Background: an optimization exercise with open tools, aiming at small area, a short achievable clock period and few clock cycles. Do not read the settings as production practice. Function was checked by simulation only, so behaviour that the tests miss may differ from the original.

## flow/design.v

```verilog
`default_nettype none
package par_pkg;
	localparam int CNT_WIDTH = 12;
	localparam int W = 32;
endpackage
`default_nettype wire
`timescale 1ns/1ps
`default_nettype none
module par_loop_top (
	input wire clk,
	input wire rst_n,
	input wire req,
	input wire signed [31:0] start,
	input wire signed [31:0] stride,
	input wire [11:0] count,
	output logic ack,
	output logic [31:0] result
);
	localparam int O_DD  = 0;
	localparam int O_L   = 1;
	localparam int O_M2  = 2;
	localparam int O_SL  = 3;
	localparam int O_M3  = 4;
	localparam int O_NSL = 5;
	localparam int O_M1  = 6;
	localparam int O_FIN = 7;     
	typedef enum logic [1:0] {IDLE, RUN, DONE} state_t;
	state_t state;
	logic [7:0] op;       
	logic [1:0] win;      
	logic [11:0] nx;
	logic [12:0] nm1r;    
	logic [31:0] a, b;
	assign result = a;
	logic [5:0] bneg, bone, btwo;
	logic [31:0] xr;
	logic ia, ifwd;                 
	logic wa, wb;
	logic [31:0] cs_s, cs_c;
	logic [31:0] xe, init1, init2;
	assign xe = xr;
	assign init1 = ({32{ia}} & a) | ({32{ifwd}} & cs_s);
	assign init2 = ({32{ifwd}} & cs_c);
	logic [5:0][31:0] pp;
	for (genvar i = 0; i < 6; i++) begin : g_pp
		logic [31:0] mag;
		assign mag = ({32{bone[i]}} & xe) | ({32{btwo[i]}} & (xe << 1));
		if (i == 0) begin : g_first
			assign pp[i] = mag ^ {32{bneg[i]}};
		end else begin : g_rest
			assign pp[i] = ((mag << (2 * i)) ^ ({32{bneg[i]}} << (2 * i))) | (32'(bneg[i - 1]) << (2 * i - 2));
		end
	end
	logic [31:0] sum0, sum1;
	logic t1, t2;
	logic t3, t4;
	logic t5, t6;
	logic t7, t8;
	logic t9, t10;
	logic t11, t12;
	logic t13, t14;
	logic t15, t16;
	logic t17, t18;
	logic t19, t20;
	logic t21, t22;
	logic t23, t24;
	logic t25, t26;
	logic t27, t28;
	logic t29, t30;
	logic t31, t32;
	logic t33, t34;
	logic t35, t36;
	logic t37, t38;
	logic t39, t40;
	logic t41, t42;
	logic t43, t44;
	logic t45, t46;
	logic t47, t48;
	logic t49, t50;
	logic t51, t52;
	logic t53, t54;
	logic t55, t56;
	logic t57, t58;
	logic t59, t60;
	logic t61, t62;
	logic t63, t64;
	logic t65, t66;
	logic t67, t68;
	logic t69, t70;
	logic t71, t72;
	logic t73, t74;
	logic t75, t76;
	logic t77, t78;
	logic t79, t80;
	logic t81, t82;
	logic t83, t84;
	logic t85, t86;
	logic t87, t88;
	logic t89, t90;
	logic t91, t92;
	logic t93, t94;
	logic t95, t96;
	logic t97, t98;
	logic t99, t100;
	logic t101, t102;
	logic t103, t104;
	logic t105, t106;
	logic t107, t108;
	logic t109, t110;
	logic t111, t112;
	logic t113, t114;
	logic t115, t116;
	logic t117, t118;
	logic t119, t120;
	logic t121, t122;
	logic t123, t124;
	logic t125, t126;
	logic t127, t128;
	logic t129, t130;
	logic t131, t132;
	logic t133, t134;
	logic t135, t136;
	logic t137, t138;
	logic t139;
	logic t140;
	logic t141;
	logic t142, t143;
	logic t144, t145;
	logic t146, t147;
	logic t148, t149;
	logic t150, t151;
	logic t152, t153;
	logic t154, t155;
	logic t156, t157;
	logic t158, t159;
	logic t160, t161;
	logic t162, t163;
	logic t164, t165;
	logic t166, t167;
	logic t168, t169;
	logic t170, t171;
	logic t172, t173;
	logic t174, t175;
	logic t176, t177;
	logic t178, t179;
	logic t180, t181;
	logic t182, t183;
	logic t184, t185;
	logic t186, t187;
	logic t188, t189;
	logic t190, t191;
	logic t192, t193;
	logic t194, t195;
	logic t196, t197;
	logic t198, t199;
	logic t200, t201;
	logic t202, t203;
	logic t204, t205;
	logic t206, t207;
	logic t208, t209;
	logic t210, t211;
	logic t212, t213;
	logic t214, t215;
	logic t216, t217;
	logic t218, t219;
	logic t220, t221;
	logic t222, t223;
	logic t224, t225;
	logic t226, t227;
	logic t228, t229;
	logic t230, t231;
	logic t232, t233;
	logic t234, t235;
	logic t236, t237;
	logic t238, t239;
	logic t240, t241;
	logic t242, t243;
	logic t244, t245;
	logic t246, t247;
	logic t248, t249;
	logic t250, t251;
	logic t252, t253;
	logic t254;
	logic t255;
	logic t256, t257;
	logic t258, t259;
	logic t260, t261;
	logic t262, t263;
	logic t264, t265;
	logic t266, t267;
	logic t268, t269;
	logic t270, t271;
	logic t272, t273;
	logic t274, t275;
	logic t276, t277;
	logic t278, t279;
	logic t280, t281;
	logic t282, t283;
	logic t284, t285;
	logic t286, t287;
	logic t288, t289;
	logic t290, t291;
	logic t292, t293;
	logic t294, t295;
	logic t296, t297;
	logic t298, t299;
	logic t300, t301;
	logic t302, t303;
	logic t304, t305;
	logic t306, t307;
	logic t308, t309;
	logic t310, t311;
	logic t312, t313;
	logic t314, t315;
	logic t316, t317;
	logic t318;
	logic t319, t320;
	logic t321, t322;
	logic t323, t324;
	logic t325, t326;
	logic t327, t328;
	logic t329, t330;
	logic t331, t332;
	logic t333, t334;
	logic t335, t336;
	logic t337, t338;
	logic t339, t340;
	logic t341, t342;
	logic t343, t344;
	logic t345, t346;
	logic t347, t348;
	logic t349, t350;
	logic t351, t352;
	logic t353, t354;
	logic t355, t356;
	logic t357, t358;
	logic t359, t360;
	logic t361, t362;
	logic t363, t364;
	logic t365, t366;
	logic t367, t368;
	logic t369, t370;
	logic t371, t372;
	logic t373, t374;
	logic t375, t376;
	logic t377, t378;
	logic t379, t380;
	logic t381;
	assign t1 = pp[4][6] ^ init1[6];
	assign t2 = pp[4][6] & init1[6];
	assign t3 = init1[7] ^ init2[7];
	assign t4 = init1[7] & init2[7];
	assign t5 = pp[5][8] ^ init1[8] ^ init2[8];
	assign t6 = (pp[5][8] & init1[8]) | (pp[5][8] & init2[8]) | (init1[8] & init2[8]);
	assign t7 = pp[0][8] ^ pp[1][8];
	assign t8 = pp[0][8] & pp[1][8];
	assign t9 = init1[9] ^ init2[9] ^ pp[0][9];
	assign t10 = (init1[9] & init2[9]) | (init1[9] & pp[0][9]) | (init2[9] & pp[0][9]);
	assign t11 = pp[1][9] ^ pp[2][9];
	assign t12 = pp[1][9] & pp[2][9];
	assign t13 = bneg[5] ^ init1[10] ^ init2[10];
	assign t14 = (bneg[5] & init1[10]) | (bneg[5] & init2[10]) | (init1[10] & init2[10]);
	assign t15 = pp[0][10] ^ pp[1][10] ^ pp[2][10];
	assign t16 = (pp[0][10] & pp[1][10]) | (pp[0][10] & pp[2][10]) | (pp[1][10] & pp[2][10]);
	assign t17 = pp[3][10] ^ pp[4][10];
	assign t18 = pp[3][10] & pp[4][10];
	assign t19 = init1[11] ^ init2[11] ^ pp[0][11];
	assign t20 = (init1[11] & init2[11]) | (init1[11] & pp[0][11]) | (init2[11] & pp[0][11]);
	assign t21 = pp[1][11] ^ pp[2][11] ^ pp[3][11];
	assign t22 = (pp[1][11] & pp[2][11]) | (pp[1][11] & pp[3][11]) | (pp[2][11] & pp[3][11]);
	assign t23 = pp[4][11] ^ pp[5][11];
	assign t24 = pp[4][11] & pp[5][11];
	assign t25 = init1[12] ^ init2[12] ^ pp[0][12];
	assign t26 = (init1[12] & init2[12]) | (init1[12] & pp[0][12]) | (init2[12] & pp[0][12]);
	assign t27 = pp[1][12] ^ pp[2][12] ^ pp[3][12];
	assign t28 = (pp[1][12] & pp[2][12]) | (pp[1][12] & pp[3][12]) | (pp[2][12] & pp[3][12]);
	assign t29 = pp[4][12] ^ pp[5][12];
	assign t30 = pp[4][12] & pp[5][12];
	assign t31 = init1[13] ^ init2[13] ^ pp[0][13];
	assign t32 = (init1[13] & init2[13]) | (init1[13] & pp[0][13]) | (init2[13] & pp[0][13]);
	assign t33 = pp[1][13] ^ pp[2][13] ^ pp[3][13];
	assign t34 = (pp[1][13] & pp[2][13]) | (pp[1][13] & pp[3][13]) | (pp[2][13] & pp[3][13]);
	assign t35 = pp[4][13] ^ pp[5][13];
	assign t36 = pp[4][13] & pp[5][13];
	assign t37 = init1[14] ^ init2[14] ^ pp[0][14];
	assign t38 = (init1[14] & init2[14]) | (init1[14] & pp[0][14]) | (init2[14] & pp[0][14]);
	assign t39 = pp[1][14] ^ pp[2][14] ^ pp[3][14];
	assign t40 = (pp[1][14] & pp[2][14]) | (pp[1][14] & pp[3][14]) | (pp[2][14] & pp[3][14]);
	assign t41 = pp[4][14] ^ pp[5][14];
	assign t42 = pp[4][14] & pp[5][14];
	assign t43 = init1[15] ^ init2[15] ^ pp[0][15];
	assign t44 = (init1[15] & init2[15]) | (init1[15] & pp[0][15]) | (init2[15] & pp[0][15]);
	assign t45 = pp[1][15] ^ pp[2][15] ^ pp[3][15];
	assign t46 = (pp[1][15] & pp[2][15]) | (pp[1][15] & pp[3][15]) | (pp[2][15] & pp[3][15]);
	assign t47 = pp[4][15] ^ pp[5][15];
	assign t48 = pp[4][15] & pp[5][15];
	assign t49 = init1[16] ^ init2[16] ^ pp[0][16];
	assign t50 = (init1[16] & init2[16]) | (init1[16] & pp[0][16]) | (init2[16] & pp[0][16]);
	assign t51 = pp[1][16] ^ pp[2][16] ^ pp[3][16];
	assign t52 = (pp[1][16] & pp[2][16]) | (pp[1][16] & pp[3][16]) | (pp[2][16] & pp[3][16]);
	assign t53 = pp[4][16] ^ pp[5][16];
	assign t54 = pp[4][16] & pp[5][16];
	assign t55 = init1[17] ^ init2[17] ^ pp[0][17];
	assign t56 = (init1[17] & init2[17]) | (init1[17] & pp[0][17]) | (init2[17] & pp[0][17]);
	assign t57 = pp[1][17] ^ pp[2][17] ^ pp[3][17];
	assign t58 = (pp[1][17] & pp[2][17]) | (pp[1][17] & pp[3][17]) | (pp[2][17] & pp[3][17]);
	assign t59 = pp[4][17] ^ pp[5][17];
	assign t60 = pp[4][17] & pp[5][17];
	assign t61 = init1[18] ^ init2[18] ^ pp[0][18];
	assign t62 = (init1[18] & init2[18]) | (init1[18] & pp[0][18]) | (init2[18] & pp[0][18]);
	assign t63 = pp[1][18] ^ pp[2][18] ^ pp[3][18];
	assign t64 = (pp[1][18] & pp[2][18]) | (pp[1][18] & pp[3][18]) | (pp[2][18] & pp[3][18]);
	assign t65 = pp[4][18] ^ pp[5][18];
	assign t66 = pp[4][18] & pp[5][18];
	assign t67 = init1[19] ^ init2[19] ^ pp[0][19];
	assign t68 = (init1[19] & init2[19]) | (init1[19] & pp[0][19]) | (init2[19] & pp[0][19]);
	assign t69 = pp[1][19] ^ pp[2][19] ^ pp[3][19];
	assign t70 = (pp[1][19] & pp[2][19]) | (pp[1][19] & pp[3][19]) | (pp[2][19] & pp[3][19]);
	assign t71 = pp[4][19] ^ pp[5][19];
	assign t72 = pp[4][19] & pp[5][19];
	assign t73 = init1[20] ^ init2[20] ^ pp[0][20];
	assign t74 = (init1[20] & init2[20]) | (init1[20] & pp[0][20]) | (init2[20] & pp[0][20]);
	assign t75 = pp[1][20] ^ pp[2][20] ^ pp[3][20];
	assign t76 = (pp[1][20] & pp[2][20]) | (pp[1][20] & pp[3][20]) | (pp[2][20] & pp[3][20]);
	assign t77 = pp[4][20] ^ pp[5][20];
	assign t78 = pp[4][20] & pp[5][20];
	assign t79 = init1[21] ^ init2[21] ^ pp[0][21];
	assign t80 = (init1[21] & init2[21]) | (init1[21] & pp[0][21]) | (init2[21] & pp[0][21]);
	assign t81 = pp[1][21] ^ pp[2][21] ^ pp[3][21];
	assign t82 = (pp[1][21] & pp[2][21]) | (pp[1][21] & pp[3][21]) | (pp[2][21] & pp[3][21]);
	assign t83 = pp[4][21] ^ pp[5][21];
	assign t84 = pp[4][21] & pp[5][21];
	assign t85 = init1[22] ^ init2[22] ^ pp[0][22];
	assign t86 = (init1[22] & init2[22]) | (init1[22] & pp[0][22]) | (init2[22] & pp[0][22]);
	assign t87 = pp[1][22] ^ pp[2][22] ^ pp[3][22];
	assign t88 = (pp[1][22] & pp[2][22]) | (pp[1][22] & pp[3][22]) | (pp[2][22] & pp[3][22]);
	assign t89 = pp[4][22] ^ pp[5][22];
	assign t90 = pp[4][22] & pp[5][22];
	assign t91 = init1[23] ^ init2[23] ^ pp[0][23];
	assign t92 = (init1[23] & init2[23]) | (init1[23] & pp[0][23]) | (init2[23] & pp[0][23]);
	assign t93 = pp[1][23] ^ pp[2][23] ^ pp[3][23];
	assign t94 = (pp[1][23] & pp[2][23]) | (pp[1][23] & pp[3][23]) | (pp[2][23] & pp[3][23]);
	assign t95 = pp[4][23] ^ pp[5][23];
	assign t96 = pp[4][23] & pp[5][23];
	assign t97 = init1[24] ^ init2[24] ^ pp[0][24];
	assign t98 = (init1[24] & init2[24]) | (init1[24] & pp[0][24]) | (init2[24] & pp[0][24]);
	assign t99 = pp[1][24] ^ pp[2][24] ^ pp[3][24];
	assign t100 = (pp[1][24] & pp[2][24]) | (pp[1][24] & pp[3][24]) | (pp[2][24] & pp[3][24]);
	assign t101 = pp[4][24] ^ pp[5][24];
	assign t102 = pp[4][24] & pp[5][24];
	assign t103 = init1[25] ^ init2[25] ^ pp[0][25];
	assign t104 = (init1[25] & init2[25]) | (init1[25] & pp[0][25]) | (init2[25] & pp[0][25]);
	assign t105 = pp[1][25] ^ pp[2][25] ^ pp[3][25];
	assign t106 = (pp[1][25] & pp[2][25]) | (pp[1][25] & pp[3][25]) | (pp[2][25] & pp[3][25]);
	assign t107 = pp[4][25] ^ pp[5][25];
	assign t108 = pp[4][25] & pp[5][25];
	assign t109 = init1[26] ^ init2[26] ^ pp[0][26];
	assign t110 = (init1[26] & init2[26]) | (init1[26] & pp[0][26]) | (init2[26] & pp[0][26]);
	assign t111 = pp[1][26] ^ pp[2][26] ^ pp[3][26];
	assign t112 = (pp[1][26] & pp[2][26]) | (pp[1][26] & pp[3][26]) | (pp[2][26] & pp[3][26]);
	assign t113 = pp[4][26] ^ pp[5][26];
	assign t114 = pp[4][26] & pp[5][26];
	assign t115 = init1[27] ^ init2[27] ^ pp[0][27];
	assign t116 = (init1[27] & init2[27]) | (init1[27] & pp[0][27]) | (init2[27] & pp[0][27]);
	assign t117 = pp[1][27] ^ pp[2][27] ^ pp[3][27];
	assign t118 = (pp[1][27] & pp[2][27]) | (pp[1][27] & pp[3][27]) | (pp[2][27] & pp[3][27]);
	assign t119 = pp[4][27] ^ pp[5][27];
	assign t120 = pp[4][27] & pp[5][27];
	assign t121 = init1[28] ^ init2[28] ^ pp[0][28];
	assign t122 = (init1[28] & init2[28]) | (init1[28] & pp[0][28]) | (init2[28] & pp[0][28]);
	assign t123 = pp[1][28] ^ pp[2][28] ^ pp[3][28];
	assign t124 = (pp[1][28] & pp[2][28]) | (pp[1][28] & pp[3][28]) | (pp[2][28] & pp[3][28]);
	assign t125 = pp[4][28] ^ pp[5][28];
	assign t126 = pp[4][28] & pp[5][28];
	assign t127 = init1[29] ^ init2[29] ^ pp[0][29];
	assign t128 = (init1[29] & init2[29]) | (init1[29] & pp[0][29]) | (init2[29] & pp[0][29]);
	assign t129 = pp[1][29] ^ pp[2][29] ^ pp[3][29];
	assign t130 = (pp[1][29] & pp[2][29]) | (pp[1][29] & pp[3][29]) | (pp[2][29] & pp[3][29]);
	assign t131 = pp[4][29] ^ pp[5][29];
	assign t132 = pp[4][29] & pp[5][29];
	assign t133 = init1[30] ^ init2[30] ^ pp[0][30];
	assign t134 = (init1[30] & init2[30]) | (init1[30] & pp[0][30]) | (init2[30] & pp[0][30]);
	assign t135 = pp[1][30] ^ pp[2][30] ^ pp[3][30];
	assign t136 = (pp[1][30] & pp[2][30]) | (pp[1][30] & pp[3][30]) | (pp[2][30] & pp[3][30]);
	assign t137 = pp[4][30] ^ pp[5][30];
	assign t138 = pp[4][30] & pp[5][30];
	assign t139 = init1[31] ^ init2[31] ^ pp[0][31];
	assign t140 = pp[1][31] ^ pp[2][31] ^ pp[3][31];
	assign t141 = pp[4][31] ^ pp[5][31];
	assign t142 = pp[2][2] ^ init1[2];
	assign t143 = pp[2][2] & init1[2];
	assign t144 = init1[3] ^ init2[3];
	assign t145 = init1[3] & init2[3];
	assign t146 = pp[3][4] ^ init1[4] ^ init2[4];
	assign t147 = (pp[3][4] & init1[4]) | (pp[3][4] & init2[4]) | (init1[4] & init2[4]);
	assign t148 = pp[0][4] ^ pp[1][4];
	assign t149 = pp[0][4] & pp[1][4];
	assign t150 = init1[5] ^ init2[5] ^ pp[0][5];
	assign t151 = (init1[5] & init2[5]) | (init1[5] & pp[0][5]) | (init2[5] & pp[0][5]);
	assign t152 = pp[1][5] ^ pp[2][5];
	assign t153 = pp[1][5] & pp[2][5];
	assign t154 = init2[6] ^ pp[0][6] ^ pp[1][6];
	assign t155 = (init2[6] & pp[0][6]) | (init2[6] & pp[1][6]) | (pp[0][6] & pp[1][6]);
	assign t156 = pp[2][6] ^ pp[3][6] ^ t1;
	assign t157 = (pp[2][6] & pp[3][6]) | (pp[2][6] & t1) | (pp[3][6] & t1);
	assign t158 = pp[0][7] ^ pp[1][7] ^ pp[2][7];
	assign t159 = (pp[0][7] & pp[1][7]) | (pp[0][7] & pp[2][7]) | (pp[1][7] & pp[2][7]);
	assign t160 = pp[3][7] ^ t2 ^ t3;
	assign t161 = (pp[3][7] & t2) | (pp[3][7] & t3) | (t2 & t3);
	assign t162 = pp[2][8] ^ pp[3][8] ^ pp[4][8];
	assign t163 = (pp[2][8] & pp[3][8]) | (pp[2][8] & pp[4][8]) | (pp[3][8] & pp[4][8]);
	assign t164 = t4 ^ t5 ^ t7;
	assign t165 = (t4 & t5) | (t4 & t7) | (t5 & t7);
	assign t166 = pp[3][9] ^ pp[4][9] ^ t6;
	assign t167 = (pp[3][9] & pp[4][9]) | (pp[3][9] & t6) | (pp[4][9] & t6);
	assign t168 = t8 ^ t11 ^ t9;
	assign t169 = (t8 & t11) | (t8 & t9) | (t11 & t9);
	assign t170 = pp[5][10] ^ t12 ^ t13;
	assign t171 = (pp[5][10] & t12) | (pp[5][10] & t13) | (t12 & t13);
	assign t172 = t17 ^ t10 ^ t15;
	assign t173 = (t17 & t10) | (t17 & t15) | (t10 & t15);
	assign t174 = t14 ^ t18 ^ t23;
	assign t175 = (t14 & t18) | (t14 & t23) | (t18 & t23);
	assign t176 = t16 ^ t19 ^ t21;
	assign t177 = (t16 & t19) | (t16 & t21) | (t19 & t21);
	assign t178 = t24 ^ t29 ^ t20;
	assign t179 = (t24 & t29) | (t24 & t20) | (t29 & t20);
	assign t180 = t22 ^ t25 ^ t27;
	assign t181 = (t22 & t25) | (t22 & t27) | (t25 & t27);
	assign t182 = t30 ^ t35 ^ t26;
	assign t183 = (t30 & t35) | (t30 & t26) | (t35 & t26);
	assign t184 = t28 ^ t31 ^ t33;
	assign t185 = (t28 & t31) | (t28 & t33) | (t31 & t33);
	assign t186 = t36 ^ t41 ^ t32;
	assign t187 = (t36 & t41) | (t36 & t32) | (t41 & t32);
	assign t188 = t34 ^ t37 ^ t39;
	assign t189 = (t34 & t37) | (t34 & t39) | (t37 & t39);
	assign t190 = t42 ^ t47 ^ t38;
	assign t191 = (t42 & t47) | (t42 & t38) | (t47 & t38);
	assign t192 = t40 ^ t43 ^ t45;
	assign t193 = (t40 & t43) | (t40 & t45) | (t43 & t45);
	assign t194 = t48 ^ t53 ^ t44;
	assign t195 = (t48 & t53) | (t48 & t44) | (t53 & t44);
	assign t196 = t46 ^ t49 ^ t51;
	assign t197 = (t46 & t49) | (t46 & t51) | (t49 & t51);
	assign t198 = t54 ^ t59 ^ t50;
	assign t199 = (t54 & t59) | (t54 & t50) | (t59 & t50);
	assign t200 = t52 ^ t55 ^ t57;
	assign t201 = (t52 & t55) | (t52 & t57) | (t55 & t57);
	assign t202 = t60 ^ t65 ^ t56;
	assign t203 = (t60 & t65) | (t60 & t56) | (t65 & t56);
	assign t204 = t58 ^ t61 ^ t63;
	assign t205 = (t58 & t61) | (t58 & t63) | (t61 & t63);
	assign t206 = t66 ^ t71 ^ t62;
	assign t207 = (t66 & t71) | (t66 & t62) | (t71 & t62);
	assign t208 = t64 ^ t67 ^ t69;
	assign t209 = (t64 & t67) | (t64 & t69) | (t67 & t69);
	assign t210 = t72 ^ t77 ^ t68;
	assign t211 = (t72 & t77) | (t72 & t68) | (t77 & t68);
	assign t212 = t70 ^ t73 ^ t75;
	assign t213 = (t70 & t73) | (t70 & t75) | (t73 & t75);
	assign t214 = t78 ^ t83 ^ t74;
	assign t215 = (t78 & t83) | (t78 & t74) | (t83 & t74);
	assign t216 = t76 ^ t79 ^ t81;
	assign t217 = (t76 & t79) | (t76 & t81) | (t79 & t81);
	assign t218 = t84 ^ t89 ^ t80;
	assign t219 = (t84 & t89) | (t84 & t80) | (t89 & t80);
	assign t220 = t82 ^ t85 ^ t87;
	assign t221 = (t82 & t85) | (t82 & t87) | (t85 & t87);
	assign t222 = t90 ^ t95 ^ t86;
	assign t223 = (t90 & t95) | (t90 & t86) | (t95 & t86);
	assign t224 = t88 ^ t91 ^ t93;
	assign t225 = (t88 & t91) | (t88 & t93) | (t91 & t93);
	assign t226 = t96 ^ t101 ^ t92;
	assign t227 = (t96 & t101) | (t96 & t92) | (t101 & t92);
	assign t228 = t94 ^ t97 ^ t99;
	assign t229 = (t94 & t97) | (t94 & t99) | (t97 & t99);
	assign t230 = t102 ^ t107 ^ t100;
	assign t231 = (t102 & t107) | (t102 & t100) | (t107 & t100);
	assign t232 = t98 ^ t103 ^ t105;
	assign t233 = (t98 & t103) | (t98 & t105) | (t103 & t105);
	assign t234 = t108 ^ t113 ^ t104;
	assign t235 = (t108 & t113) | (t108 & t104) | (t113 & t104);
	assign t236 = t106 ^ t109 ^ t111;
	assign t237 = (t106 & t109) | (t106 & t111) | (t109 & t111);
	assign t238 = t114 ^ t119 ^ t110;
	assign t239 = (t114 & t119) | (t114 & t110) | (t119 & t110);
	assign t240 = t112 ^ t115 ^ t117;
	assign t241 = (t112 & t115) | (t112 & t117) | (t115 & t117);
	assign t242 = t120 ^ t125 ^ t116;
	assign t243 = (t120 & t125) | (t120 & t116) | (t125 & t116);
	assign t244 = t118 ^ t121 ^ t123;
	assign t245 = (t118 & t121) | (t118 & t123) | (t121 & t123);
	assign t246 = t126 ^ t131 ^ t122;
	assign t247 = (t126 & t131) | (t126 & t122) | (t131 & t122);
	assign t248 = t124 ^ t127 ^ t129;
	assign t249 = (t124 & t127) | (t124 & t129) | (t127 & t129);
	assign t250 = t132 ^ t137 ^ t128;
	assign t251 = (t132 & t137) | (t132 & t128) | (t137 & t128);
	assign t252 = t130 ^ t133 ^ t135;
	assign t253 = (t130 & t133) | (t130 & t135) | (t133 & t135);
	assign t254 = t138 ^ t141 ^ t139;
	assign t255 = t140 ^ t134 ^ t136;
	assign t256 = pp[1][0] ^ init1[0];
	assign t257 = pp[1][0] & init1[0];
	assign t258 = init1[1] ^ init2[1];
	assign t259 = init1[1] & init2[1];
	assign t260 = init2[2] ^ pp[0][2] ^ pp[1][2];
	assign t261 = (init2[2] & pp[0][2]) | (init2[2] & pp[1][2]) | (pp[0][2] & pp[1][2]);
	assign t262 = pp[0][3] ^ pp[1][3] ^ t143;
	assign t263 = (pp[0][3] & pp[1][3]) | (pp[0][3] & t143) | (pp[1][3] & t143);
	assign t264 = pp[2][4] ^ t145 ^ t146;
	assign t265 = (pp[2][4] & t145) | (pp[2][4] & t146) | (t145 & t146);
	assign t266 = t147 ^ t149 ^ t152;
	assign t267 = (t147 & t149) | (t147 & t152) | (t149 & t152);
	assign t268 = t153 ^ t151 ^ t154;
	assign t269 = (t153 & t151) | (t153 & t154) | (t151 & t154);
	assign t270 = t155 ^ t157 ^ t158;
	assign t271 = (t155 & t157) | (t155 & t158) | (t157 & t158);
	assign t272 = t159 ^ t161 ^ t162;
	assign t273 = (t159 & t161) | (t159 & t162) | (t161 & t162);
	assign t274 = t163 ^ t166 ^ t165;
	assign t275 = (t163 & t166) | (t163 & t165) | (t166 & t165);
	assign t276 = t167 ^ t170 ^ t169;
	assign t277 = (t167 & t170) | (t167 & t169) | (t170 & t169);
	assign t278 = t171 ^ t174 ^ t173;
	assign t279 = (t171 & t174) | (t171 & t173) | (t174 & t173);
	assign t280 = t175 ^ t177 ^ t178;
	assign t281 = (t175 & t177) | (t175 & t178) | (t177 & t178);
	assign t282 = t179 ^ t181 ^ t182;
	assign t283 = (t179 & t181) | (t179 & t182) | (t181 & t182);
	assign t284 = t183 ^ t185 ^ t186;
	assign t285 = (t183 & t185) | (t183 & t186) | (t185 & t186);
	assign t286 = t187 ^ t189 ^ t190;
	assign t287 = (t187 & t189) | (t187 & t190) | (t189 & t190);
	assign t288 = t191 ^ t193 ^ t194;
	assign t289 = (t191 & t193) | (t191 & t194) | (t193 & t194);
	assign t290 = t195 ^ t197 ^ t198;
	assign t291 = (t195 & t197) | (t195 & t198) | (t197 & t198);
	assign t292 = t199 ^ t201 ^ t202;
	assign t293 = (t199 & t201) | (t199 & t202) | (t201 & t202);
	assign t294 = t203 ^ t205 ^ t206;
	assign t295 = (t203 & t205) | (t203 & t206) | (t205 & t206);
	assign t296 = t207 ^ t209 ^ t210;
	assign t297 = (t207 & t209) | (t207 & t210) | (t209 & t210);
	assign t298 = t211 ^ t213 ^ t214;
	assign t299 = (t211 & t213) | (t211 & t214) | (t213 & t214);
	assign t300 = t215 ^ t217 ^ t218;
	assign t301 = (t215 & t217) | (t215 & t218) | (t217 & t218);
	assign t302 = t219 ^ t221 ^ t222;
	assign t303 = (t219 & t221) | (t219 & t222) | (t221 & t222);
	assign t304 = t223 ^ t225 ^ t226;
	assign t305 = (t223 & t225) | (t223 & t226) | (t225 & t226);
	assign t306 = t227 ^ t229 ^ t230;
	assign t307 = (t227 & t229) | (t227 & t230) | (t229 & t230);
	assign t308 = t231 ^ t233 ^ t234;
	assign t309 = (t231 & t233) | (t231 & t234) | (t233 & t234);
	assign t310 = t235 ^ t237 ^ t238;
	assign t311 = (t235 & t237) | (t235 & t238) | (t237 & t238);
	assign t312 = t239 ^ t241 ^ t242;
	assign t313 = (t239 & t241) | (t239 & t242) | (t241 & t242);
	assign t314 = t243 ^ t245 ^ t246;
	assign t315 = (t243 & t245) | (t243 & t246) | (t245 & t246);
	assign t316 = t247 ^ t249 ^ t250;
	assign t317 = (t247 & t249) | (t247 & t250) | (t249 & t250);
	assign t318 = t254 ^ t255 ^ t251;
	assign t319 = init2[0] ^ pp[0][0];
	assign t320 = init2[0] & pp[0][0];
	assign t321 = pp[0][1] ^ t257 ^ t258;
	assign t322 = (pp[0][1] & t257) | (pp[0][1] & t258) | (t257 & t258);
	assign t323 = t259 ^ t142 ^ t260;
	assign t324 = (t259 & t142) | (t259 & t260) | (t142 & t260);
	assign t325 = t144 ^ t261 ^ t262;
	assign t326 = (t144 & t261) | (t144 & t262) | (t261 & t262);
	assign t327 = t148 ^ t263 ^ t264;
	assign t328 = (t148 & t263) | (t148 & t264) | (t263 & t264);
	assign t329 = t150 ^ t265 ^ t266;
	assign t330 = (t150 & t265) | (t150 & t266) | (t265 & t266);
	assign t331 = t156 ^ t267 ^ t268;
	assign t332 = (t156 & t267) | (t156 & t268) | (t267 & t268);
	assign t333 = t160 ^ t269 ^ t270;
	assign t334 = (t160 & t269) | (t160 & t270) | (t269 & t270);
	assign t335 = t164 ^ t271 ^ t272;
	assign t336 = (t164 & t271) | (t164 & t272) | (t271 & t272);
	assign t337 = t273 ^ t168 ^ t274;
	assign t338 = (t273 & t168) | (t273 & t274) | (t168 & t274);
	assign t339 = t172 ^ t275 ^ t276;
	assign t340 = (t172 & t275) | (t172 & t276) | (t275 & t276);
	assign t341 = t176 ^ t277 ^ t278;
	assign t342 = (t176 & t277) | (t176 & t278) | (t277 & t278);
	assign t343 = t180 ^ t279 ^ t280;
	assign t344 = (t180 & t279) | (t180 & t280) | (t279 & t280);
	assign t345 = t184 ^ t281 ^ t282;
	assign t346 = (t184 & t281) | (t184 & t282) | (t281 & t282);
	assign t347 = t188 ^ t283 ^ t284;
	assign t348 = (t188 & t283) | (t188 & t284) | (t283 & t284);
	assign t349 = t192 ^ t285 ^ t286;
	assign t350 = (t192 & t285) | (t192 & t286) | (t285 & t286);
	assign t351 = t196 ^ t287 ^ t288;
	assign t352 = (t196 & t287) | (t196 & t288) | (t287 & t288);
	assign t353 = t200 ^ t289 ^ t290;
	assign t354 = (t200 & t289) | (t200 & t290) | (t289 & t290);
	assign t355 = t204 ^ t291 ^ t292;
	assign t356 = (t204 & t291) | (t204 & t292) | (t291 & t292);
	assign t357 = t208 ^ t293 ^ t294;
	assign t358 = (t208 & t293) | (t208 & t294) | (t293 & t294);
	assign t359 = t212 ^ t295 ^ t296;
	assign t360 = (t212 & t295) | (t212 & t296) | (t295 & t296);
	assign t361 = t216 ^ t297 ^ t298;
	assign t362 = (t216 & t297) | (t216 & t298) | (t297 & t298);
	assign t363 = t220 ^ t299 ^ t300;
	assign t364 = (t220 & t299) | (t220 & t300) | (t299 & t300);
	assign t365 = t224 ^ t301 ^ t302;
	assign t366 = (t224 & t301) | (t224 & t302) | (t301 & t302);
	assign t367 = t228 ^ t303 ^ t304;
	assign t368 = (t228 & t303) | (t228 & t304) | (t303 & t304);
	assign t369 = t232 ^ t305 ^ t306;
	assign t370 = (t232 & t305) | (t232 & t306) | (t305 & t306);
	assign t371 = t236 ^ t307 ^ t308;
	assign t372 = (t236 & t307) | (t236 & t308) | (t307 & t308);
	assign t373 = t240 ^ t309 ^ t310;
	assign t374 = (t240 & t309) | (t240 & t310) | (t309 & t310);
	assign t375 = t244 ^ t311 ^ t312;
	assign t376 = (t244 & t311) | (t244 & t312) | (t311 & t312);
	assign t377 = t248 ^ t313 ^ t314;
	assign t378 = (t248 & t313) | (t248 & t314) | (t313 & t314);
	assign t379 = t252 ^ t315 ^ t316;
	assign t380 = (t252 & t315) | (t252 & t316) | (t315 & t316);
	assign t381 = t253 ^ t318 ^ t317;
	assign sum0 = {t381, t379, t377, t375, t373, t371, t369, t367, t365, t363, t361, t359, t357, t355, t353, t351, t349, t347, t345, t343, t341, t339, t337, t335, t333, t331, t329, t327, t325, t323, t321, t256};
	assign sum1 = {t380, t378, t376, t374, t372, t370, t368, t366, t364, t362, t360, t358, t356, t354, t352, t350, t348, t346, t344, t342, t340, t338, t336, t334, t332, t330, t328, t326, t324, t322, t320, t319};
	logic [31:0] f;
	assign f = cs_s + cs_c;
	function automatic logic [2:0] add3(input logic [2:0] x, input logic [2:0] y);
		add3[0] = (x[0] & y[0]) | (x[1] & y[2]) | (x[2] & y[1]);
		add3[1] = (x[0] & y[1]) | (x[1] & y[0]) | (x[2] & y[2]);
		add3[2] = (x[0] & y[2]) | (x[1] & y[1]) | (x[2] & y[0]);
	endfunction
	logic [5:0][2:0] dg;
	logic [2:0] m3h;
	logic [1:0] m3r;
	for (genvar k = 0; k < 6; k++) begin : g_dig
		assign dg[k] = {nx[2 * k +: 2] == 2'd2, nx[2 * k +: 2] == 2'd1, nx[2 * k] == nx[2 * k + 1]};
	end
	assign m3h = add3(add3(add3(dg[0], dg[1]), add3(dg[2], dg[3])), add3(dg[4], dg[5]));
	logic [11:0] q3r;
	logic [5:0] q3hr;
	logic [1:0] r6r;
	logic [12:0][1:0] rr;
	logic [11:0] q3;
	assign rr[12] = 2'd0;
	for (genvar i = 11; i >= 0; i--) begin : g_div3
		logic [1:0] rin;
		assign rin = (i == 5) ? r6r : rr[i + 1];
		assign q3[i] = rin[1] | (rin[0] & nx[i]);
		assign rr[i][1] = (rin == 2'd1 && !nx[i]) || (rin == 2'd2 && nx[i]);
		assign rr[i][0] = (rin == 2'd0 && nx[i]) || (rin == 2'd2 && !nx[i]);
	end
	logic [12:0] fm1, fm2, fm3;
	always_comb begin
		logic [12:0] f1, f2, f3;
		f1 = nx[0] ? {1'b0, nx} : {2'b0, nx[11:1]};             
		f2 = nx[0] ? {2'b0, nx[11:1]} : {1'b0, nm1r[11:0]};     
		f3 = {nm1r[11:0], 1'b1};                                
		if (m3r == 2'd0) begin
			fm2 = f2;
			fm3 = f3;
			fm1 = nx[0] ? {1'b0, q3r} : {2'b0, q3r[11:1]};
		end else if (m3r == 2'd1) begin
			fm2 = f1;
			fm3 = f3;
			fm1 = nx[0] ? {2'b0, q3r[11:1]} : {1'b0, q3r};
		end else begin
			fm2 = f1;
			fm3 = f2;
			fm1 = {q3r, 1'b1};
		end
	end
	logic [12:0] fl;
	assign fl = nm1r;
	logic d_w1r, d_w2r, s_w1r, s_w2r, l_w1r, m2_w1r, m3_w1r, n_w1r, m1_w1r;
	logic more;
	always_comb begin
		logic [7:0] w1, w2;
		w1 = {1'b0, m1_w1r, n_w1r, m3_w1r, s_w1r, m2_w1r, l_w1r, d_w1r};
		w2 = {4'b0, s_w2r, 2'b0, d_w2r};
		more = ((win == 2'd0) && |(op & w1)) || ((win == 2'd1) && |(op & w2));
	end
	logic [7:0] nop;
	logic [1:0] nwin;
	assign nop = more ? op : {op[7] | op[6], op[5:0], 1'b0};
	assign nwin = more ? win + 2'd1 : 2'd0;
	logic [6:0][31:0] yval;
	assign yval[O_DD] = stride;
	assign yval[O_L] = {{19{fl[12]}}, fl};
	assign yval[O_M2] = {19'b0, fm2};
	assign yval[O_SL] = start;
	assign yval[O_M3] = {19'b0, fm3};
	assign yval[O_NSL] = {20'b0, nx};
	assign yval[O_M1] = {19'b0, fm1};
	logic [11:0] yw;
	logic ym1;
	always_comb begin
		logic [11:0] y0, ym;
		logic ym1m;
		y0 = '0;
		ym = '0;
		ym1m = 1'b0;
		for (int i = 0; i < 7; i++) begin
			if (i > 0) y0 = y0 | ({12{op[i - 1]}} & yval[i][11:0]);
			ym = ym | ({12{op[i] && win == 2'd0}} & yval[i][23:12]) | ({12{op[i] && win != 2'd0}} & {{4{yval[i][31]}}, yval[i][31:24]});
			ym1m = ym1m | (op[i] && win == 2'd0 && yval[i][11]) | (op[i] && win != 2'd0 && yval[i][23]);
		end
		yw = more ? ym : y0;
		ym1 = more & ym1m;
		if (state != RUN) begin
			yw = stride[11:0];
			ym1 = 1'b0;
		end
	end
	logic [31:0] xearly, xnext;
	logic use_f;
	always_comb begin
		if (state != RUN || (!more && op[O_DD])) xearly = stride;
		else if (more) xearly = xr << 12;
		else if (op[O_M2] | op[O_M3]) xearly = a;
		else xearly = b;
		use_f = (state == RUN) && !more && (((op[O_M2] | op[O_M3]) && wa) || ((op[O_L] | op[O_SL] | op[O_NSL]) && wb));
		xnext = use_f ? f : xearly;
	end
	logic [5:0] eneg, eone, etwo;
	always_comb begin
		logic [12:0] yy;
		yy = {yw, ym1};
		for (int i = 0; i < 6; i++) begin
			eneg[i] = yy[2 * i + 2];
			eone[i] = yy[2 * i + 1] ^ yy[2 * i];
			etwo[i] = (yy[2 * i + 2] & !yy[2 * i + 1] & !yy[2 * i]) | (!yy[2 * i + 2] & yy[2 * i + 1] & yy[2 * i]);
		end
	end
	logic [7:0] cop;
	logic [1:0] cwin;
	assign cop = (state == RUN) ? nop : 8'b1;
	assign cwin = (state == RUN) ? nwin : 2'd0;
	always_ff @(posedge clk) begin
		nx <= count;
		d_w1r <= !((stride[31:11] == '0) || (stride[31:11] == '1));
		d_w2r <= !((stride[31:23] == '0) || (stride[31:23] == '1));
		s_w1r <= !((start[31:11] == '0) || (start[31:11] == '1));
		s_w2r <= !((start[31:23] == '0) || (start[31:23] == '1));
		nm1r <= {1'b0, count} - 13'd1;
		q3hr <= q3[11:6];
		r6r <= rr[6];
		q3r <= {q3hr, q3[5:0]};
		m3r <= {m3h[2], m3h[1]};
		l_w1r <= (fl[12:11] == 2'b01) || (fl[12:11] == 2'b10);
		m2_w1r <= fm2[12] | fm2[11];
		m3_w1r <= fm3[12] | fm3[11];
		n_w1r <= nx[11];
		m1_w1r <= fm1[12] | fm1[11];
		bneg <= eneg;
		bone <= eone;
		btwo <= etwo;
		xr <= xnext;
		ia <= cop[O_L] && (cwin == 2'd0);
		ifwd <= (cwin != 2'd0) || cop[O_M1];
		cs_s <= sum0;
		cs_c <= sum1;
	end
	always_ff @(posedge clk or negedge rst_n) begin
		if (!rst_n) begin
			wa <= 1'b0;
			wb <= 1'b0;
		end else begin
			wa <= (state == RUN) && !more && (op[O_L] || op[O_SL] || op[O_M1]);
			wb <= (state == RUN) && !more && (op[O_DD] || op[O_M2] || op[O_M3]);
		end
	end
	always_ff @(posedge clk) begin
		if (state == IDLE) a <= start;
		else if (wa) a <= f;
		if (wb) b <= f;
	end
	always_ff @(posedge clk or negedge rst_n) begin
		if (!rst_n) begin
			state <= IDLE;
			op <= 8'b1;
			win <= 2'd0;
			ack <= 1'b0;
		end else begin
			case (state)
				IDLE: begin
					op <= 8'b1;
					win <= 2'd0;
					if (req) state <= RUN;
				end
				RUN: begin
					op <= nop;
					win <= nwin;
					if (op[O_FIN]) begin
						state <= DONE;
						ack <= 1'b1;
					end
				end
				DONE: begin
					if (!req) begin
						state <= IDLE;
						ack <= 1'b0;
					end
				end
				default: begin
					state <= IDLE;
					ack <= 1'b0;
				end
			endcase
		end
	end
endmodule
`default_nettype wire
```

## flow/flow/run.sh

```bash
#!/bin/bash
set -e
export BUFFER_PORTS_ARGS="-buffer_cell sky130_fd_sc_hd__buf_1"
sed 's/SETUP_SLACK_MARGIN=5 /SETUP_SLACK_MARGIN=6.85 /' standard.sh > standard_margin.sh
grep -q 'SETUP_SLACK_MARGIN=6.85 ' standard_margin.sh
bash standard_margin.sh > standard.log 2>&1
```

## flow/standard.sh

```bash
#!/bin/bash
# synth_recipe.tcl (not shown) runs the flow's synth.tcl, then flattens the netlist and writes it again
# the make line also repeats each setting of config.mk as NAME=value (left out here)
make -C /OpenROAD-flow-scripts/flow DESIGN_CONFIG=/design/flow/config.mk WORK_HOME=/design/flow/orfs CLKGATE_MAP_FILE= SYNTH_SCRIPT=/design/flow/synth_recipe.tcl "${@:-finish}"
```

## flow/config.mk

```make
export PLATFORM = sky130hd
export DESIGN_NAME = par_loop_top
export DESIGN_NICKNAME = par_loop_top
export VERILOG_FILES = /design/flow/design.v
export SDC_FILE = /design/flow/constraint.sdc
export NUM_CORES = 4
export LEC_CHECK = 0
export CAP_MARGIN = 20
export CORE_MARGIN = 2
export CORE_UTILIZATION = 40
export PLACE_DENSITY = 0.6
export SETUP_SLACK_MARGIN = 5
export SLEW_MARGIN = 20
```

## flow/constraint.sdc

```tcl
create_clock -name core_clock -period 10.0 [get_ports {clk}]
set_input_delay 2.0000 -clock core_clock [delete_from_list [all_inputs] [get_ports {clk}]]
set_output_delay 2.0000 -clock core_clock [all_outputs]
set_load 0.01 [all_outputs]
```

==> results of run 1 <==
## registers in the layout, indices dropped and copies added (netlist names), 8 cells and up
register / count
op: 8
cs_s: 32
b: 32
q3r: 11
nx: 12
nm1r: 13
xr: 32
cs_c: 32
a: 32
## cell usage after synthesis (14+ instances only)
cell and n:
sky130_fd_sc_hd__nand2_1 195, sky130_fd_sc_hd__dfrtp_1 14, sky130_fd_sc_hd__dfxtp_1 170, sky130_fd_sc_hd__mux2i_1 33, sky130_fd_sc_hd__nand4_1 24, sky130_fd_sc_hd__nor2b_1 14
sky130_fd_sc_hd__o21ai_1 33, sky130_fd_sc_hd__nand3_1 25, sky130_fd_sc_hd__buf_2 23, sky130_fd_sc_hd__and2_1 16, sky130_fd_sc_hd__edfxtp_1 64, sky130_fd_sc_hd__xor2_1 64
sky130_fd_sc_hd__ha_1 81, sky130_fd_sc_hd__inv_1 231, sky130_fd_sc_hd__a222oi_1 28, sky130_fd_sc_hd__nor2_1 107, sky130_fd_sc_hd__o21ai_0 52, sky130_fd_sc_hd__buf_1 40
sky130_fd_sc_hd__fa_1 156, sky130_fd_sc_hd__a21oi_1 106, sky130_fd_sc_hd__a22o_1 18, sky130_fd_sc_hd__xnor2_1 159, sky130_fd_sc_hd__mux2_2 16, sky130_fd_sc_hd__clkbuf_1 98
sky130_fd_sc_hd__a211oi_1 30, sky130_fd_sc_hd__nor3_1 21, sky130_fd_sc_hd__a22oi_1 195
## layout make-up
type	instances	area (um^2)	share of cell area (%)
multi-input combinational	1549	13200	56.7
sequential	249	5840	25.0
timing repair buffer	198	1440	6.18
inverter	233	875	3.75
tap	672	841	3.61
clock buffer	36	805	3.45
clock inverter	20	292	1.25
## metal layers
| layer | vias to the layer above | global-route usage (%) | wire length (um) |
|---|---|---|---|
| met5 | - | 0 | 13 |
| li1 | 7748 | - | - |
| met1 | 8593 | 35.8 | 29600 |
| met2 | 1020 | 40.0 | 31200 |
| met4 | 2 | 8.31 | 2410 |
| met3 | 171 | 6.16 | 7740 |
## repair_timing
action | CTS | global route
hold buffers | 0 | 0
gates cloned | 0 | 5
pin swaps | 1 | 37
gates resized for setup | 82 | 125
setup buffers | 29 | 31
setup endpoints to repair | 129 | 107
## through the flow
step	hold WS (ps)	worst slack (ps)	std cells
2_1_floorplan	310	6640	2195
3_3_place_gp	310	6250	2836
3_5_place_dp	312	6250	2836
4_1_cts	326	6660	2921
5_1_grt	335	6640	2957
6_report	324	6640	2957
## cell families (layout without fill, tap and decap cells)
kind of cell             after synthesis  after routing  synth area share [%]
AND/OR/NAND/NOR                      459            459                  10.5
AO/OA/AOI/OAI                        580            580                  20.5
flip-flops                           249            249                  28.4
adder cells (fa/ha/maj)              237            237                  20.6
XOR/XNOR                             224            224                  9.82
multiplexers                          49             49                  2.55
buffers and inverters                397            487                  7.65
## path summary, 6_finish.rpt
check	from	to	slack, ps
max	a[26]	result[26]	6640
min reg2reg	q3hr[0]	q3r[6]	320
min in group asynchronous	rst_n	op[7]	1510
max in group asynchronous	rst_n	op[2]	7880
max reg2reg	xr[26]	cs_s[31]	6770
min	q3hr[0]	q3r[6]	320
==> reports/qor.yml, run 1 <==
grt_pass1_wl_mm: 105
drc_violation_count_after_routing: 0
global_route.usage.total_pct: 25.9
routed_wl_mm: 71.0
mappedNetlistNets: 2511
fin_skew_ps: 18.6
placementRows: 82
mostFrequentLayoutCell: "sky130_fd_sc_hd__inv_1"
rsz0062_at_grt: "yes"
post_synth_inst_count: 2195
timing.reg2reg.worst_path_depth: 10
largest_net_degree_at_the_start_of_global_routing: 65
dr.first_iter.drc_count: 2067
initial_utilization_pct: 40.2
stdcell_area_mm2: 0.0233
num_vias: 17500
antenna_cells_inserted: 0
final_core_utilization_pct: 46.8
cts-root-to-sink-buffers: 3
design.die.area_mm2: 0.0520
grt_antenna_before_repair: 1
finalCriticalPeriod_ps: 3360
cts.sink_count: 249
fp.dieW_um: 228
kind_of_launch_point_of_the_worst_setup_path: "register"
hold-path-cell-count: 0
ys.warnings.count: 1
synth_seq_area_share_pct: 28.4
max-slew-margin-rel_pct: 33.9
top_library_cells_by_usage_in_the_layout_fill_and_taps_aside: "sky130_fd_sc_hd__inv_1 (231), sky130_fd_sc_hd__nand2_1 (194), sky130_fd_sc_hd__xnor2_1 (156)"
crit_path_top_delay_cell: "sky130_fd_sc_hd__edfxtp_1"
postSynthRegisterBits: 249
worst_hold_path_type: "register to register"
synth.top_cell.area_share_pct: 17.0
boundary_pin_count: 112
finalHoldViolCount: 0
sequence_of_cells_on_the_critical_path: "buf_2"
drive_gt1_share_pct: 13.9
placed_cell_area_mm2: 0.0209
path_max_fanout: 3
worstMarginPinSlew_ps: 991
critical_path_max_stage_delay_ps: 550
final-max-slew-violation-count: 0
post_synth.cell_area_avg_um2: 9.14
min_period_over_period_pct: 33.6
drt.antenna.violating_nets: 0
fillers: 4761
htree_levels: 1
crit_arrival_ps: 1360
setup_total_negative_slack_ps: 0
numCtsBuffers: 30
clk-insertion-delay-late_ps: 590
post_synth_edffs: 64
core_footprint_mm2: 0.0499
post_drt_wl_per_cell_um: 24.0
critical_path_class: "register to primary output"
postSynth.asyncResetShare_pct: 6.02
synth_largest_area_cell: "sky130_fd_sc_hd__dfxtp_1"
global_route.overflow_total: 0
critPathTopFamily: "flip-flops"
status: "no timing/DRC/antenna violations"
area.growth.synth_to_final_pct: 16.2
synth_flop_cell: "sky130_fd_sc_hd__dfxtp_1"
drt_pass1_iterations: 6
cap_viol_max_count: 0
cts.clk_slew.worst_paths_ps: 60
finalSetupViolations: 0
worst-path-buf-inv: 1
drt-vias-per-instance: 5.93
critical_path.endpoint_type: "primary output"
tritoncts_clock_tree: "yes"
post_synth_main_area_contributors: "sky130_fd_sc_hd__dfxtp_1 (17%), sky130_fd_sc_hd__fa_1 (16%), sky130_fd_sc_hd__edfxtp_1 (9.6%), sky130_fd_sc_hd__a22oi_1 (7.3%), sky130_fd_sc_hd__xnor2_1 (6.9%)"
final_net_count: 2577
io_buffers: 111
cp_num_cells: 1
gp_routability_congestion: 0.917
grt_pass1_vias: 17300
fmax_mhz: 298
synth.distinct_cells: 84
post-dp-hpwl_mm: 49.9
worst_ep_required_time_ps: 8000
die_height_um: 228
netlist_area_before_placement_mm2: 0.0201
cts.root.buffer_cell: "sky130_fd_sc_hd__clkbuf_16"
Testbench counts, summed over its fixed seeds: cycles 3,364.
==> run 2, diff against run 1 <==
==> flow/flow/run.sh (replaced) <==
#!/bin/bash
set -e
export BUFFER_PORTS_ARGS="-buffer_cell sky130_fd_sc_hd__buf_1"
sed 's/SETUP_SLACK_MARGIN=5 /SETUP_SLACK_MARGIN=6.4 /' standard.sh > standard_margin.sh
grep -q 'SETUP_SLACK_MARGIN=6.4 ' standard_margin.sh
bash standard_margin.sh > standard.log 2>&1
==> run 2 against run 1 <==
- design area down 5.7%
- sequential share of layout area up 1.0 points
- routed wire length down 4.3%
- worst setup slack worse by 160 ps
- fmax down 4.5%
- count of clock-buffer cells in the layout up 6
- global-route usage down 0.19 points
- first-iteration DRC count down 15%
- synthesized area unchanged
- critical path type is now register to register
- critical endpoint is now cs_s[26]
==> reports/qor.yml, run 2 <==
synth_flop_cell: "sky130_fd_sc_hd__dfxtp_1"
cell_mode_on_critical_path: "sky130_fd_sc_hd__fa_1"
critical_path.endpoint_type: "register"
final-max-slew-violation-count: 0  # unchanged
finalSetupViolations: 0  # unchanged
cts.root.buffer_cell: "sky130_fd_sc_hd__clkbuf_16"
finalCriticalPeriod_ps: 3520  # +160 ps
drive_gt1_share_pct: 6.21  # -7.7 points
fmax_mhz: 284  # -4.5%
cts-root-to-sink-buffers: 3  # unchanged
drt_pass1_iterations: 8  # +2
postSynthRegisterBits: 249  # unchanged
hold-worst-slack_ps: 320  # -3.46 ps
synth.top_cell.area_share_pct: 17.0  # unchanged
setup_total_negative_slack_ps: 0  # unchanged
post_synth.cell_area_avg_um2: 9.14  # unchanged
critical_path_class: "register to register"
cts.sink_count: 249  # unchanged
grt_pass1_vias: 17100  # -0.65%
initial_utilization_pct: 40.2  # unchanged
synth_seq_area_share_pct: 28.4  # unchanged
sequence_of_cells_on_the_critical_path: "a22oi_1, xnor2_1, fa_1, inv_1, fa_1, fa_1, inv_1, fa_1"
grt_pass1_wl_mm: 104  # -0.53%
kind_of_launch_point_of_the_worst_setup_path: "register"
fillers: 4910  # +3.1%
post_synth_most_frequent_cells: "sky130_fd_sc_hd__inv_1 (231), sky130_fd_sc_hd__a22oi_1 (195), sky130_fd_sc_hd__nand2_1 (195)"
synth_largest_area_cell: "sky130_fd_sc_hd__dfxtp_1"
design.die.area_mm2: 0.0520  # unchanged
synth_most_common_cell: "sky130_fd_sc_hd__inv_1"
worst_hold_path_type: "register to register"
area.sequential_mm2: 0.00573  # -1.9%
worst_ep_required_time_ps: 10450  # +2450 ps
dr.first_iter.drc_count: 1762  # -15%
critPathTopFamily: "adder cells"
numCtsBuffers: 30  # unchanged
ys.warnings.count: 1  # unchanged
post_synth_inst_count: 2195  # unchanged
antenna_cells_inserted: 0  # unchanged
worstMarginPinSlew_ps: 1000  # +13.1 ps
drt-vias-per-instance: 5.92  # -0.19%
rsz0062_at_grt: "no"
crit_arrival_ps: 3970  # +2610 ps
netlist_area_before_placement_mm2: 0.0201  # unchanged
mostFrequentLayoutCell: "sky130_fd_sc_hd__inv_1"
critical_path_max_stage_delay_ps: 850  # +300 ps
mappedNetlistNets: 2511  # unchanged
die_height_um: 228  # unchanged
num_vias: 17100  # -2.3%
tritoncts_clock_tree: "yes"
finalHoldViolCount: 0  # unchanged
boundary_pin_count: 112  # unchanged
status: "no timing/DRC/antenna violations"
final_net_count: 2515  # -2.4%
area.growth.synth_to_final_pct: 9.59
placed_cells: 2839  # +0.11%
finalNonFillerCells: 2895  # -2.1%
synth.distinct_cells: 84  # unchanged
global_route.overflow_total: 0  # unchanged
gp_routability_congestion: 0.908  # -0.99%
multi_input_area_mm2: 0.0129  # -2.8%
postSynth.asyncResetShare_pct: 6.02  # unchanged
path_max_fanout: 13  # +10
cap_viol_max_count: 0  # unchanged
fin_skew_ps: 52.3  # +33.6 ps
post-dp-hpwl_mm: 50.2  # +0.62%
post_synth_main_area_contributors: "sky130_fd_sc_hd__dfxtp_1 (17%), sky130_fd_sc_hd__fa_1 (16%), sky130_fd_sc_hd__edfxtp_1 (9.6%), sky130_fd_sc_hd__a22oi_1 (7.3%), sky130_fd_sc_hd__xnor2_1 (6.9%)"
worst-path-buf-inv: 2  # +1
post_drt_wl_per_cell_um: 23.5  # -2.3%
fp.dieW_um: 228  # unchanged
core_footprint_mm2: 0.0499  # unchanged
htree_levels: 1  # unchanged
top_library_cells_by_usage_in_the_layout_fill_and_taps_aside: "sky130_fd_sc_hd__inv_1 (231), sky130_fd_sc_hd__nand2_1 (195), sky130_fd_sc_hd__a22oi_1 (195)"
placementRows: 82  # unchanged
clk-insertion-delay-late_ps: 620  # +30 ps
max-slew-margin-rel_pct: 33.1  # -0.87 points
routed_wl_mm: 67.9  # -4.3%
post_synth_edffs: 64  # unchanged
min_period_over_period_pct: 35.2  # +1.6 points
io_buffers: 111  # unchanged
crit_path_top_delay_cell: "sky130_fd_sc_hd__dfxtp_1"
drc_violation_count_after_routing: 0  # unchanged
grt_antenna_before_repair: 1  # unchanged
largest_net_degree_at_the_start_of_global_routing: 65  # unchanged
postCtsSetupRepairBufs: 0  # -100%
drt.antenna.violating_nets: 0  # unchanged
cts.clk_slew.worst_paths_ps: 60  # about the same
global_route.usage.total_pct: 25.7  # -0.19 points
[run 2: cell counts after synthesis]
Identical to the previous run, type by type.
[run 2: layout make-up]
class	count	share of cell area, %
Clock buffer	42	3.90
Clock inverter	14	0.951
Inverter	233	3.98
Multi-Input combinational cell	1549	58.5
Sequential cell	249	26.0
Tap cell	672	3.83
Timing Repair Buffer	136	2.77
[run 2: repair_timing]
item,4_1_cts,5_1_grt
pin swaps,0,0
hold buffers,0,0
setup endpoints to repair,39,42
gates resized for setup,4,14
cloned,0,0
[run 2: logic make-up after synthesis]
group / Yosys count / share of synthesized area [%]
simple gates: 459 / 10.5
buf+inv: 397 / 7.65
fa+ha+maj: 237 / 20.6
mux: 49 / 2.55
flops: 249 / 28.4
xor+xnor: 224 / 9.82
compound gates: 580 / 20.5
[run 2: stage by stage]
stage,worst slack (ps),utilization [%],instance area (um^2)
after floorplan,6480,-,20100
after global placement,6260,41.9,20900
after detailed placement,6200,41.9,20900
after CTS,6410,44.0,21900
after global routing,6400,44.1,22000
final,6480,44.1,22000
[run 2: routing by layer]
metal	GRT usage, %	vias up	share of wire, %
met4	8.68	0	3.4
met1	35.9	8494	43
met3	4.96	142	9.2
li1	-	7624	-
met2	40.0	874	45
met5	0	-	0
[run 2: path summary, 6_finish.rpt]
path	startpoint	endpoint	slack [ps]	cells after the start
hold reg to reg	q3hr[3]	q3r[9]	320	0
setup / recovery	xr[18]	cs_s[26]	6480	8
hold / removal	q3hr[3]	q3r[9]	320	0
min in group asynchronous	rst_n	state[0]	1460	1
setup reg to reg	xr[18]	cs_s[26]	6480	8
max in group asynchronous	rst_n	op[2]	8000	1
==> run 3, diff against run 2 <==
==> flow/flow/run.sh (replaced) <==
#!/bin/bash
set -e
export BUFFER_PORTS_ARGS="-buffer_cell sky130_fd_sc_hd__buf_1"
sed 's/SETUP_SLACK_MARGIN=5 /SETUP_SLACK_MARGIN=6.7 /' standard.sh > standard_margin.sh
grep -q 'SETUP_SLACK_MARGIN=6.7 ' standard_margin.sh
bash standard_margin.sh > standard.log 2>&1
--- a/flow/config.mk
+++ b/flow/config.mk
@@ -8,6 +8,7 @@
 export CAP_MARGIN = 20
 export CORE_MARGIN = 2
 export CORE_UTILIZATION = 40
+export CTS_BUF_LIST = sky130_fd_sc_hd__clkbuf_4 sky130_fd_sc_hd__clkbuf_8
 export PLACE_DENSITY = 0.6
 export SETUP_SLACK_MARGIN = 5
 export SLEW_MARGIN = 20
==> run 3 against run 2 <==
- clock skew increased by 4.5 ps
- sequential share of layout area decreased by 0.081 points
- largest cell class unchanged
==> reports/qor.yml, run 3 <==
status: "no timing/DRC/antenna violations"
final-max-slew-violation-count: 0  # unchanged
gp_routability_congestion: 0.927  # +2.1%
grt_pass1_vias: 17600  # +2.8%
post_synth_most_frequent_cells: "sky130_fd_sc_hd__inv_1 (231), sky130_fd_sc_hd__a22oi_1 (195), sky130_fd_sc_hd__nand2_1 (195)"
grt_antenna_before_repair: 2  # +1
clk-insertion-delay-late_ps: 660  # +40 ps
io_buffers: 111  # unchanged
fp.dieW_um: 228  # unchanged
post_drt_wl_per_cell_um: 23.8  # +1.6%
finalCriticalPeriod_ps: 3410  # -109 ps
synth_largest_area_cell: "sky130_fd_sc_hd__dfxtp_1"
htree_levels: 2  # +1
yosys.area_share.adder_pct: 20.6  # unchanged
finalHoldViolCount: 0  # unchanged
top_library_cells_by_usage_in_the_layout_fill_and_taps_aside: "sky130_fd_sc_hd__inv_1 (231), sky130_fd_sc_hd__nand2_1 (195), sky130_fd_sc_hd__a22oi_1 (195)"
critical_path.endpoint_type: "primary output"
design.die.area_mm2: 0.0520  # unchanged
max-slew-margin-rel_pct: 33.2  # +0.15 points
kind_of_launch_point_of_the_worst_setup_path: "register"
setup_total_negative_slack_ps: 0  # unchanged
rsz0062_at_grt: "yes"
tritoncts_clock_tree: "yes"
area.growth.synth_to_final_pct: 10.9
post_synth_edffs: 64  # unchanged
critical_path_max_stage_delay_ps: 590  # -260 ps
fmax_mhz: 293  # +3.2%
cts.clk_slew.worst_paths_ps: 70  # about the same
grt_pass1_wl_mm: 107  # +3.1%
ys.warnings.count: 1  # unchanged
global_route.usage.total_pct: 26.7  # +0.93 points
critical_path_class: "register to primary output"
placementRows: 82  # unchanged
post_synth_inst_count: 2195  # unchanged
mostFrequentLayoutCell: "sky130_fd_sc_hd__inv_1"
post_synth.cell_area_avg_um2: 9.14  # unchanged
global_route.overflow_total: 0  # unchanged
crit_arrival_ps: 1410  # -2560 ps
synth-compound-area-share_pct: 20.5  # unchanged
min_period_over_period_pct: 34.1  # -1.1 points
worstMarginPinSlew_ps: 1000  # -2.29 ps
mux_contribution_to_synthesized_area_pct: 2.55  # unchanged
final_core_utilization_pct: 44.6  # +0.52 points
path_max_fanout: 3  # -10
synth_most_common_cell: "sky130_fd_sc_hd__inv_1"
worst_ep_required_time_ps: 8000  # -2450 ps
sequence_of_cells_on_the_critical_path: "buf_1"
cts.sink_count: 249  # unchanged
finalSetupViolations: 0  # unchanged
critPathTopFamily: "flip-flops"
synth_seq_area_share_pct: 28.4  # unchanged
cts-root-to-sink-buffers: 3  # unchanged
numCtsBuffers: 46  # +53%
dr.first_iter.drc_count: 2053  # +17%
post_synth_xor_area_fraction_pct: 9.82  # unchanged
drc_violation_count_after_routing: 0  # unchanged
synth.distinct_cells: 84  # unchanged
cts.root.buffer_cell: "sky130_fd_sc_hd__clkbuf_8"
mappedNetlistNets: 2511  # unchanged
synth_simple_gate_area_share_pct: 10.5  # unchanged
largest_net_degree_at_the_start_of_global_routing: 65  # unchanged
routed_wl_mm: 70.3  # +3.5%
drt-vias-per-instance: 5.92  # about the same
final_net_count: 2558  # +1.7%
synth.top_cell.area_share_pct: 17.0  # unchanged
netlist_area_before_placement_mm2: 0.0201  # unchanged
drive_gt1_share_pct: 10.1  # +3.9 points
postSynth.asyncResetShare_pct: 6.02  # unchanged
post-dp-hpwl_mm: 50.4  # +0.56%
core_footprint_mm2: 0.0499  # unchanged
post_synth_main_area_contributors: "sky130_fd_sc_hd__dfxtp_1 (17%), sky130_fd_sc_hd__fa_1 (16%), sky130_fd_sc_hd__edfxtp_1 (9.6%), sky130_fd_sc_hd__a22oi_1 (7.3%), sky130_fd_sc_hd__xnor2_1 (6.9%)"
drt.antenna.violating_nets: 0  # unchanged
postSynthRegisterBits: 249  # unchanged
fin_skew_ps: 56.8  # +4.54 ps
cap_viol_max_count: 0  # unchanged
drt_pass1_iterations: 6  # -2
crit_path_top_delay_cell: "sky130_fd_sc_hd__edfxtp_1"
worst-path-buf-inv: 1  # -1
die_height_um: 228  # unchanged
boundary_pin_count: 112  # unchanged
synth_top_family_by_area: "adder cells"
synth_flop_cell: "sky130_fd_sc_hd__dfxtp_1"
num_vias: 17500  # +1.9%
worst_hold_path_type: "register to register"
initial_utilization_pct: 40.2  # unchanged
hold-worst-slack_ps: 324  # +3.56 ps
==> run 3: cell count changes in the layout (fill, tap and decap cells not counted), moves of 7 or more <==
cell / delta
sky130_fd_sc_hd__dfxtp_2: +7
sky130_fd_sc_hd__buf_6: +10
sky130_fd_sc_hd__clkbuf_16: -32
sky130_fd_sc_hd__dfxtp_4: +9
sky130_fd_sc_hd__clkbuf_8: +53
sky130_fd_sc_hd__buf_4: +16
sky130_fd_sc_hd__clkbuf_4: +15
sky130_fd_sc_hd__clkbuf_1: -8
sky130_fd_sc_hd__dfxtp_1: -16
==> run 3: what timing repair did <==
item	in CTS	in global routing
buffers inserted	26	4
setup endpoints to repair	112	94
resized for setup	42	36
pin swaps	0	2
hold buffers	0	0
gates cloned	0	0
==> run 3: cells by family after synthesis <==
kind of cell	Yosys count
AO/OA/AOI/OAI	580
XOR/XNOR	224
adder cells (fa/ha/maj)	237
buffers and inverters	397
flip-flops	249
multiplexers	49
AND/OR/NAND/NOR	459
==> run 3: stage by stage <==
| step | std cells | setup WS [ps] | area, um^2 |
|---|---|---|---|
| final | 2949 | 6590 | 22200 |
| after global routing | 2949 | 6530 | 22200 |
| after CTS | 2944 | 6590 | 22100 |
| after detailed placement | 2836 | 6210 | 20900 |
| after global placement | 2836 | 6260 | 20900 |
| after floorplan | 2195 | 6640 | 20100 |
==> run 3: worst paths after layout <==
path                            startpoint    endpoint  slack (ps)  cells after the start
worst max-delay path                 a[23]  result[23]        6590                      1
worst min-delay path               q3hr[3]      q3r[9]         320                      0
worst max register to register     btwo[0]    cs_s[31]        6680                     11
worst min register to register     q3hr[3]      q3r[9]         320                      0
max in group asynchronous            rst_n       op[4]        7950                      1
min in group asynchronous            rst_n       op[1]        1440                      1
==> run 3: worst register-to-register path, delay by kind of cell, from the launching register on <==
| family | cells | cell delay, ps |
|---|---|---|
| xor gates and xnor gates | 6 | 1060 |
| adders and majority gates | 3 | 1320 |
| AOI/OAI and AO/OA | 1 | 190 |
| buffers and inverters | 1 | 280 |
| DFF | 1 | 350 |
==> run 3: routing by layer <==
metal  track usage, %  part of all wire [%]  vias to the layer above
li1                 -                     -                     7714
met1             36.8                    43                     8599
met2             40.7                    44                      995
met3             6.18                    10                      159
met4             9.84                   3.2                        0
met5                0                     0                        -
==> run 3: area by class of cell <==
class                   count  area [um^2]
clock buffers              70          870
inverters                 233          875
well taps                 672          841
repair buffers            163          888
flip-flops and latches    249         5780
fillers                  4890        27600
diodes                      1         2.50
clock inverters            12         76.3
multi-input cells        1549        12900

==> re-timing with driven ports <==
The results above use ideal ports. As a check the final layouts listed here were re-extracted and re-timed, cells and wires unchanged. Step 1 sets driving cells, clkbuf_16 on the clock port and buf_2 on the other inputs (assumed; they add their load-dependent delay and slew). Step 2 times the ports against the registers' clock, not the clock port: input delays grow and output delays shrink by t, the midpoint of the rising clock arrivals with the driver on. Slacks: no drivers / after step 1 / after step 2; pairs: no drivers / after step 1.
run | t (ns) | slack for setup (ns) | worst setup path at the end | cell pins on the clock port's net
run 1 | 0.639 | 6.642 / 6.580 / 6.350 | input to register | 1
run 2 | 0.653 | 6.483 / 6.483 / 6.245 | input to register | 1
run 3 | 0.693 | 6.592 / 6.534 / 6.197 | input to register | 1
After both steps every run listed still meets setup and hold. For run 3, which loses most, drivers alone change the setup slack by -0.058 ns; drivers and shift together by -0.395 ns.
